Background: an optimization exercise with open tools, aiming at small area, a short achievable clock period and few clock cycles. Do not read the settings as production practice.
At most, simulation tests tie the RTL to the original design; equivalence was not proved.
No driver is modelled on the clock port, so clock power and skew are understated where the tree is cut down; a real chip needs a root buffer or a tree.
No activity file was given, so power comes from the tool's default toggle rates.

==> flow/design.v <==
package mem_pkg;
  typedef enum logic [1:0] {
    CMD_NOP   = 2'd0,
    CMD_WRITE = 2'd1,
    CMD_READ  = 2'd2
  } mem_cmd_t;
  typedef enum logic [1:0] {
    ST_WAIT_INIT = 2'd0,
    ST_IDLE      = 2'd1,
    ST_WRITE     = 2'd2,
    ST_READ      = 2'd3
  } sched_state_t;
endpackage
package stream_pkg;
  typedef enum logic {
    HALF_LO = 1'b0,
    HALF_HI = 1'b1
  } half_t;
endpackage
`timescale 1ns/1ps
module mem_loop_top
#(
  parameter int DATA_WIDTH  = 32,
  parameter int BURST_LEN   = 4,
  parameter int ADDR_WIDTH  = 6,
  parameter int FIFO_DEPTH  = 16,
  parameter int READ_LAT    = 2,
  parameter int INIT_CYCLES = 32
) (
  input  logic                  clk0_tb,
  input  logic                  locked,
  input  logic                  in_valid,
  input  logic [DATA_WIDTH-1:0] in_data,
  output logic                  in_ready,
  output logic                  out_valid,
  output logic [DATA_WIDTH-1:0] out_data,
  input  logic                  out_ready,
  output logic                  init_done
);
  localparam int NS    = 8;                   
  localparam int GROUP = 8;                   
  localparam int PW    = $clog2(GROUP);
  localparam int REVS  = INIT_CYCLES / GROUP;
  localparam int RW    = $clog2(REVS);
  localparam int AW    = $clog2(NS + 1);
  logic [DATA_WIDTH-1:0] slot [0:NS-1];
  logic [NS-1:0]         v;          
  logic [PW-1:0]         in_pos;     
  logic [RW-1:0]         rev;        
  logic [AW-1:0]         avail;      
  logic                  g_free;     
  logic                  g_ordy;     
  logic                  g_iv;       
  logic                  g_iv_ordy;  
  logic                  out_valid_nxt;
  logic                  nz_nxt;
  logic                  last_nxt;
  logic                  init_nxt;
  logic                  in_take;
  logic                  group_in;   
  logic                  out_free;   
  logic                  gate;       
  logic                  to_out;
  logic [NS-1:0]         load;       
  logic [NS-1:0]         hole;       
  logic [NS-1:0]         v_nxt;
  logic                  in_ready_nxt;
  logic [PW-1:0]         in_pos_nxt;
  logic [AW-1:0]         avail_nxt;
  assign init_nxt = init_done || ((in_pos == PW'(GROUP - 1)) && (rev == RW'(REVS - 1)));
  assign in_take  = in_valid && in_ready;
  assign group_in = in_valid && (g_iv || g_iv_ordy);
  assign out_free = !out_valid || out_ready;
  assign gate     = g_free || (g_ordy && out_ready) || (g_iv && in_valid)
                    || (g_iv_ordy && in_valid && out_ready);
  assign to_out   = v[NS-1] && gate;
  always_comb begin
    hole[NS-1] = !v[NS-1];
    for (int i = NS - 2; i >= 1; i--) begin
      hole[i] = !v[i] || hole[i+1];
    end
    for (int i = 1; i < NS; i++) begin
      load[i] = hole[i] || g_free || (g_ordy && out_ready) || (g_iv && in_valid)
                || (g_iv_ordy && in_valid && out_ready);
    end
    hole[0] = 1'b0;
    load[0] = !v[0];
  end
  always_comb begin
    v_nxt[0] = (v[0] || in_take) && !load[1];
    v_nxt[1] = load[1] ? (v[0] || in_take) : v[1];
    for (int i = 2; i < NS; i++) begin
      v_nxt[i] = load[i] ? v[i-1] : v[i];
    end
  end
  always_comb begin
    in_pos_nxt = in_pos + PW'(in_take || !init_done);
    if (group_in) begin
      avail_nxt = to_out ? AW'(GROUP - 1) : AW'(GROUP);
    end else begin
      avail_nxt = avail - AW'(to_out);
    end
    in_ready_nxt = init_nxt && !v_nxt[0];
    out_valid_nxt = (out_valid && !out_ready) || to_out;
    nz_nxt = group_in || (avail > AW'(1)) || ((avail == AW'(1)) && !to_out);
    last_nxt = in_ready_nxt && (in_pos_nxt == PW'(GROUP - 1));
  end
  always_ff @(posedge clk0_tb or negedge locked) begin
    if (!locked) begin
      v         <= '0;
      in_pos    <= '0;
      rev       <= '0;
      avail     <= '0;
      g_free    <= 1'b0;
      g_ordy    <= 1'b0;
      g_iv      <= 1'b0;
      g_iv_ordy <= 1'b0;
      in_ready  <= 1'b0;
      out_valid <= 1'b0;
      init_done <= 1'b0;
    end else begin
      v         <= v_nxt;
      init_done <= init_nxt;
      in_pos    <= in_pos_nxt;
      if (!init_done && (in_pos == PW'(GROUP - 1))) begin
        rev <= rev + 1'b1;
      end
      avail     <= avail_nxt;
      g_free    <= nz_nxt && !out_valid_nxt;
      g_ordy    <= nz_nxt && out_valid_nxt;
      g_iv      <= last_nxt && !out_valid_nxt;
      g_iv_ordy <= last_nxt && out_valid_nxt;
      in_ready  <= in_ready_nxt;
      out_valid <= out_valid_nxt;
    end
  end
  always_ff @(posedge clk0_tb) begin
    if (load[0]) begin
      slot[0] <= in_data;
    end
    if (load[1]) begin
      slot[1] <= v[0] ? slot[0] : in_data;
    end
    for (int i = 2; i < NS; i++) begin
      if (load[i]) begin
        slot[i] <= slot[i-1];
      end
    end
    if (out_free) begin
      out_data <= slot[NS-1];
    end
  end
endmodule
==> flow/config.mk <==
export PLATFORM = sky130hd
export DESIGN_NAME = mem_loop_top
export DESIGN_NICKNAME = mem_loop_top
export VERILOG_FILES = /design/flow/design.v
export SDC_FILE = /design/flow/constraint.sdc
export NUM_CORES = 4
export LEC_CHECK = 0
export ABC_CLOCK_PERIOD_IN_PS = 2500
export CAP_MARGIN = 20
export CORE_MARGIN = 2
export CORE_UTILIZATION = 55
export PLACE_DENSITY = 0.65
export SLEW_MARGIN = 20
export SYNTH_MEMORY_MAX_BITS = 16384
==> flow/constraint.sdc <==
create_clock -name core_clock -period 8.0 [get_ports {clk0_tb}]
set_input_delay 1.6000 -clock core_clock [delete_from_list [all_inputs] [get_ports {clk0_tb}]]
set_output_delay 1.6000 -clock core_clock [all_outputs]
set_load 0.01 [all_outputs]
standard.sh (not shown) runs the stock make flow with config.mk's settings and CLKGATE_MAP_FILE= SYNTH_SCRIPT=/design/flow/synth_recipe.tcl, a recipe that flattens the netlist after the stock synthesis.
==> flow/flow/run.sh <==
#!/bin/bash
set -euo pipefail
cd "$(dirname "$0")/.."
export SETUP_SLACK_MARGIN=5.4
export BUFFER_PORTS_ARGS="-buffer_cell sky130_fd_sc_hd__buf_2"
export CTS_ARGS="-sink_clustering_enable -sink_clustering_size 30 -sink_clustering_max_diameter 120 -repair_clock_nets -dont_use_dummy_load"
export POST_GLOBAL_PLACE_TCL="$PWD/flow/inbuf.tcl"
export POST_CTS_TCL="$PWD/flow/bypass_root.tcl"
bash standard.sh > standard.log 2>&1
==> flow/flow/bypass_root.tcl <==
proc bypass_clock_root {} {
  set block [ord::get_db_block]
  set port_net [$block findNet clk0_tb]
  set loads [$port_net getITerms]
  if {[llength $loads] != 1} { puts "BYPASS: port feeds [llength $loads] pins, skipped"; return }
  set root [[lindex $loads 0] getInst]
  set out_net ""
  foreach it [$root getITerms] {
    if {[$it isOutputSignal]} { set out_net [$it getNet] }
  }
  set sinks {}
  foreach it [$out_net getITerms] { if {[$it getInst] != $root} { lappend sinks $it } }
  if {[llength $sinks] > 4} { puts "BYPASS: root feeds [llength $sinks] pins, skipped"; return }
  foreach it $sinks { $it disconnect; $it connect $port_net }
  puts "BYPASS: removed [$root getName], port now feeds [llength $sinks] pins"
  odb::dbInst_destroy $root
  odb::dbNet_destroy $out_net
}

bypass_clock_root
estimate_parasitics -placement
==> flow/flow/inbuf.tcl <==
# in_data port buffers as buf_1: each drives only the 8 buffer entries.
proc shrink_input_buffers {} {
  set db [ord::get_db]
  set block [ord::get_db_block]
  set m [$db findMaster sky130_fd_sc_hd__buf_1]
  set n 0
  foreach bt [$block getBTerms] {
    if {[$bt getIoType] ne "INPUT"} { continue }
    set net [$bt getNet]
    if {$net eq "NULL" || ![string match "in_data*" [$bt getName]]} { continue }
    foreach it [$net getITerms] {
      set inst [$it getInst]
      if {[[$inst getMaster] getName] eq "sky130_fd_sc_hd__buf_2"} {
        $inst swapMaster $m
        incr n
      }
    }
  }
  puts "shrink_input_buffers: $n input buffers now buf_1"
}
shrink_input_buffers
Then changed:
==> flow/design.v (replaced) <==
package mem_pkg;
  typedef enum logic [1:0] {
    CMD_NOP   = 2'd0,
    CMD_WRITE = 2'd1,
    CMD_READ  = 2'd2
  } mem_cmd_t;
  typedef enum logic [1:0] {
    ST_WAIT_INIT = 2'd0,
    ST_IDLE      = 2'd1,
    ST_WRITE     = 2'd2,
    ST_READ      = 2'd3
  } sched_state_t;
endpackage
package stream_pkg;
  typedef enum logic {
    HALF_LO = 1'b0,
    HALF_HI = 1'b1
  } half_t;
endpackage
`timescale 1ns/1ps
module mem_loop_top
#(
  parameter int DATA_WIDTH  = 32,
  parameter int BURST_LEN   = 4,
  parameter int ADDR_WIDTH  = 6,
  parameter int FIFO_DEPTH  = 16,
  parameter int READ_LAT    = 2,
  parameter int INIT_CYCLES = 32
) (
  input  logic                  clk0_tb,
  input  logic                  locked,
  input  logic                  in_valid,
  input  logic [DATA_WIDTH-1:0] in_data,
  output logic                  in_ready,
  output logic                  out_valid,
  output logic [DATA_WIDTH-1:0] out_data,
  input  logic                  out_ready,
  output logic                  init_done
);
  localparam int NS    = 8;                   
  localparam int GROUP = 8;                   
  localparam int PW    = $clog2(GROUP);
  localparam int REVS  = INIT_CYCLES / GROUP;
  localparam int RW    = $clog2(REVS);
  localparam int AW    = $clog2(NS + 1);
  logic [DATA_WIDTH-1:0] slot [0:NS-1];
  logic [NS-1:0]         v;          
  logic [PW-1:0]         in_pos;     
  logic [RW-1:0]         rev;        
  logic [AW-1:0]         avail;      
  logic                  init_nxt;
  logic                  in_take;
  logic                  group_in;   
  logic                  out_free;   
  logic                  gate;       
  logic                  to_out;
  logic [NS-1:0]         load;       
  logic [NS-1:0]         v_nxt;
  assign init_nxt = init_done || ((in_pos == PW'(GROUP - 1)) && (rev == RW'(REVS - 1)));
  assign in_take  = in_valid && in_ready;
  assign group_in = in_take && (in_pos == PW'(GROUP - 1));
  assign out_free = !out_valid || out_ready;
  assign gate     = ((avail != '0) || group_in) && out_free;
  assign to_out   = v[NS-1] && gate;
  always_comb begin
    load[NS-1] = !v[NS-1] || gate;
    for (int i = NS - 2; i >= 1; i--) begin
      load[i] = !v[i] || load[i+1];
    end
    load[0] = !v[0];
  end
  always_comb begin
    v_nxt[0] = (v[0] || in_take) && !load[1];
    v_nxt[1] = load[1] ? (v[0] || in_take) : v[1];
    for (int i = 2; i < NS; i++) begin
      v_nxt[i] = load[i] ? v[i-1] : v[i];
    end
  end
  always_ff @(posedge clk0_tb or negedge locked) begin
    if (!locked) begin
      v         <= '0;
      in_pos    <= '0;
      rev       <= '0;
      avail     <= '0;
      in_ready  <= 1'b0;
      out_valid <= 1'b0;
      init_done <= 1'b0;
    end else begin
      v         <= v_nxt;
      init_done <= init_nxt;
      if (in_take || !init_done) begin
        in_pos <= in_pos + 1'b1;
      end
      if (!init_done && (in_pos == PW'(GROUP - 1))) begin
        rev <= rev + 1'b1;
      end
      if (group_in) begin
        avail <= to_out ? AW'(GROUP - 1) : AW'(GROUP);
      end else if (to_out) begin
        avail <= avail - 1'b1;
      end
      in_ready  <= init_nxt && !v_nxt[0];
      out_valid <= (out_valid && !out_ready) || to_out;
    end
  end
  always_ff @(posedge clk0_tb) begin
    if (load[0]) begin
      slot[0] <= in_data;
    end
    if (load[1]) begin
      slot[1] <= v[0] ? slot[0] : in_data;
    end
    for (int i = 2; i < NS; i++) begin
      if (load[i]) begin
        slot[i] <= slot[i-1];
      end
    end
    if (out_free) begin
      out_data <= slot[NS-1];
    end
  end
endmodule
The changed run finished clean.
Worst setup slack gains 0.21 ns.
Clock power went down slightly.
Combinational power went down by a quarter to a third.
Design area went down by a few percent.
Non-clock buffer count went down by 1.
Cell count went down slightly.
Total power went down by a little under a tenth.
Core utilization went down by 1.6 points.
Critical path depth went down by 1.
Testbench counts after the change, summed over its fixed seeds: cycles 7,339.
No functional check of the RTL was part of the first run of this note.

========
the baseline:
mem_loop_top, a different RTL version from the one above (not shown whole).
Size in the first run: ~400 cells after synthesis, about 310 flip-flops, about 9700 µm² of cells after synthesis.
==> module mem_loop_top, before the edit <==
module mem_loop_top
#(
  parameter int DATA_WIDTH  = 32,
  parameter int BURST_LEN   = 4,
  parameter int ADDR_WIDTH  = 6,
  parameter int FIFO_DEPTH  = 16,
  parameter int READ_LAT    = 2,
  parameter int INIT_CYCLES = 32
) (
  input  logic                  clk0_tb,
  input  logic                  locked,
  input  logic                  in_valid,
  input  logic [DATA_WIDTH-1:0] in_data,
  output logic                  in_ready,
  output logic                  out_valid,
  output logic [DATA_WIDTH-1:0] out_data,
  input  logic                  out_ready,
  output logic                  init_done
);
  localparam int NS    = 8;                   
  localparam int GROUP = 8;                   
  localparam int PW    = $clog2(GROUP);
  localparam int REVS  = INIT_CYCLES / GROUP;
  localparam int RW    = $clog2(REVS);
  localparam int AW    = $clog2(NS + 1);
  logic [DATA_WIDTH-1:0] slot [0:NS-1];
  logic [NS-1:0]         v;          
  logic [PW-1:0]         in_pos;     
  logic [RW-1:0]         rev;        
  logic [AW-1:0]         avail;      
  logic                  avail_nz;   
  logic                  last_pos;   
  logic                  init_nxt;
  logic                  in_take;
  logic                  group_in;   
  logic                  out_free;   
  logic                  gate;       
  logic                  to_out;
  logic [NS-1:0]         load;       
  logic [NS-1:0]         v_nxt;
  logic                  in_ready_nxt;
  logic [PW-1:0]         in_pos_nxt;
  logic [AW-1:0]         avail_nxt;
  assign init_nxt = init_done || ((in_pos == PW'(GROUP - 1)) && (rev == RW'(REVS - 1)));
  assign in_take  = in_valid && in_ready;
  assign group_in = in_valid && last_pos;
  assign out_free = !out_valid || out_ready;
  assign gate     = (avail_nz || group_in) && out_free;
  assign to_out   = v[NS-1] && gate;
  always_comb begin
    load[NS-1] = !v[NS-1] || gate;
    for (int i = NS - 2; i >= 1; i--) begin
      load[i] = !v[i] || load[i+1];
    end
    load[0] = !v[0];
  end
  always_comb begin
    v_nxt[0] = (v[0] || in_take) && !load[1];
    v_nxt[1] = load[1] ? (v[0] || in_take) : v[1];
    for (int i = 2; i < NS; i++) begin
      v_nxt[i] = load[i] ? v[i-1] : v[i];
    end
  end
  always_comb begin
    in_pos_nxt = in_pos + PW'(in_take || !init_done);
    if (group_in) begin
      avail_nxt = to_out ? AW'(GROUP - 1) : AW'(GROUP);
    end else begin
      avail_nxt = avail - AW'(to_out);
    end
    in_ready_nxt = init_nxt && !v_nxt[0];
  end
  always_ff @(posedge clk0_tb or negedge locked) begin
    if (!locked) begin
      v         <= '0;
      in_pos    <= '0;
      rev       <= '0;
      avail     <= '0;
      avail_nz  <= 1'b0;
      last_pos  <= 1'b0;
      in_ready  <= 1'b0;
      out_valid <= 1'b0;
      init_done <= 1'b0;
    end else begin
      v         <= v_nxt;
      init_done <= init_nxt;
      in_pos    <= in_pos_nxt;
      if (!init_done && (in_pos == PW'(GROUP - 1))) begin
        rev <= rev + 1'b1;
      end
      avail     <= avail_nxt;
      avail_nz  <= avail_nxt != '0;
      last_pos  <= in_ready_nxt && (in_pos_nxt == PW'(GROUP - 1));
      in_ready  <= in_ready_nxt;
      out_valid <= (out_valid && !out_ready) || to_out;
    end
  end
  always_ff @(posedge clk0_tb) begin
    if (load[0]) begin
      slot[0] <= in_data;
    end
    if (load[1]) begin
      slot[1] <= v[0] ? slot[0] : in_data;
    end
    for (int i = 2; i < NS; i++) begin
      if (load[i]) begin
        slot[i] <= slot[i-1];
      end
    end
    if (out_free) begin
      out_data <= slot[NS-1];
    end
  end
endmodule
export LEC_CHECK = 0
export ABC_CLOCK_PERIOD_IN_PS = 2500
export CAP_MARGIN = 20
export CORE_MARGIN = 2
export CORE_UTILIZATION = 55
export PLACE_DENSITY = 0.65
export SLEW_MARGIN = 20
export SYNTH_MEMORY_MAX_BITS = 16384
create_clock -name core_clock -period 8.0 [get_ports {clk0_tb}]
Scripts as last shown in full above: flow/flow/run.sh, flow/flow/bypass_root.tcl, flow/flow/inbuf.tcl
What the candidate does differently from the baseline at the input level:
--- a/flow/design.v
+++ b/flow/design.v
@@ -45,14 +45,19 @@
   localparam int AW    = $clog2(NS + 1);
   logic [DATA_WIDTH-1:0] slot [0:NS-1];
   logic [NS-1:0]         v;          
   logic [PW-1:0]         in_pos;     
   logic [RW-1:0]         rev;        
   logic [AW-1:0]         avail;      
-  logic                  avail_nz;   
-  logic                  last_pos;   
+  logic                  g_free;     
+  logic                  g_ordy;     
+  logic                  g_iv;       
+  logic                  g_iv_ordy;  
+  logic                  out_valid_nxt;
+  logic                  nz_nxt;
+  logic                  last_nxt;
   logic                  init_nxt;
   logic                  in_take;
   logic                  group_in;   
   logic                  out_free;   
   logic                  gate;       
   logic                  to_out;
@@ -60,15 +65,16 @@
   logic [NS-1:0]         v_nxt;
   logic                  in_ready_nxt;
   logic [PW-1:0]         in_pos_nxt;
   logic [AW-1:0]         avail_nxt;
   assign init_nxt = init_done || ((in_pos == PW'(GROUP - 1)) && (rev == RW'(REVS - 1)));
   assign in_take  = in_valid && in_ready;
-  assign group_in = in_valid && last_pos;
+  assign group_in = in_valid && (g_iv || g_iv_ordy);
   assign out_free = !out_valid || out_ready;
-  assign gate     = (avail_nz || group_in) && out_free;
+  assign gate     = g_free || (g_ordy && out_ready) || (g_iv && in_valid)
+                    || (g_iv_ordy && in_valid && out_ready);
   assign to_out   = v[NS-1] && gate;
   always_comb begin
     load[NS-1] = !v[NS-1] || gate;
     for (int i = NS - 2; i >= 1; i--) begin
       load[i] = !v[i] || load[i+1];
     end
@@ -86,36 +92,43 @@
     if (group_in) begin
       avail_nxt = to_out ? AW'(GROUP - 1) : AW'(GROUP);
     end else begin
       avail_nxt = avail - AW'(to_out);
     end
     in_ready_nxt = init_nxt && !v_nxt[0];
+    out_valid_nxt = (out_valid && !out_ready) || to_out;
+    nz_nxt = avail_nxt != '0;
+    last_nxt = in_ready_nxt && (in_pos_nxt == PW'(GROUP - 1));
   end
   always_ff @(posedge clk0_tb or negedge locked) begin
     if (!locked) begin
       v         <= '0;
       in_pos    <= '0;
       rev       <= '0;
       avail     <= '0;
-      avail_nz  <= 1'b0;
-      last_pos  <= 1'b0;
+      g_free    <= 1'b0;
+      g_ordy    <= 1'b0;
+      g_iv      <= 1'b0;
+      g_iv_ordy <= 1'b0;
       in_ready  <= 1'b0;
       out_valid <= 1'b0;
       init_done <= 1'b0;
     end else begin
       v         <= v_nxt;
       init_done <= init_nxt;
       in_pos    <= in_pos_nxt;
       if (!init_done && (in_pos == PW'(GROUP - 1))) begin
         rev <= rev + 1'b1;
       end
       avail     <= avail_nxt;
-      avail_nz  <= avail_nxt != '0;
-      last_pos  <= in_ready_nxt && (in_pos_nxt == PW'(GROUP - 1));
+      g_free    <= nz_nxt && !out_valid_nxt;
+      g_ordy    <= nz_nxt && out_valid_nxt;
+      g_iv      <= last_nxt && !out_valid_nxt;
+      g_iv_ordy <= last_nxt && out_valid_nxt;
       in_ready  <= in_ready_nxt;
-      out_valid <= (out_valid && !out_ready) || to_out;
+      out_valid <= out_valid_nxt;
     end
   end
   always_ff @(posedge clk0_tb) begin
     if (load[0]) begin
       slot[0] <= in_data;
     end
==> notes.md <==
Between the baseline and the candidate, maximum clock frequency decreased.
The candidate vs the baseline — proportion of cell area spent on the clock network dropped 0.19 points.
Delta (the candidate minus the baseline): via count of the first global-routing pass picked up an extra about 9%; critical path depth rose by 4; detailed-routed wire length on met3 went up 41 µm.
The candidate vs. the baseline: total chip power went up by 490 µW.
Number of flip-flops and latches (higher): the candidate
No functional check of the RTL was part of any run of this note.

==> afterwards: timing with drivers on the ports <==
In the flow no input, the clock included, has a driving cell. The finished layouts below were timed again as built, in two steps. Step 1 (the two cells are an assumption about what drives the block):
set clk [get_ports {clk0_tb}]
set_driving_cell -lib_cell sky130_fd_sc_hd__clkbuf_16 $clk
set_driving_cell -lib_cell sky130_fd_sc_hd__buf_2 [delete_from_list [all_inputs] $clk]
Step 2 times the ports against the registers' clock, not the clock port: input delays grow and output delays shrink by t, the midpoint of the rising clock arrivals with the driver on. Slacks: no drivers / after step 1 / after step 2; pairs: no drivers / after step 1.
| run | shift t [ns] | slack for setup (ns) | hold WS [ns] | worst setup path at the end |
|---|---|---|---|---|
| the first run of note 1 | 0.378 | 5.243 / 5.255 / 4.877 | 0.383 / 0.383 / 0.383 | input to register |
| the second run of note 1 | 0.371 | 5.448 / 5.464 / 5.099 | 0.379 / 0.379 / 0.379 | input to register |
| the baseline | 0.383 | 5.327 / 5.344 / 4.961 | 0.375 / 0.375 / 0.375 | input to register |
| the candidate | 0.381 | 4.962 / 4.976 / 4.594 | 0.368 / 0.368 / 0.368 | input to register |
After both steps setup and hold are still met in every run listed. The setup slack of the candidate, which loses most, moves by +0.014 ns with the drivers and by -0.368 ns with both steps.
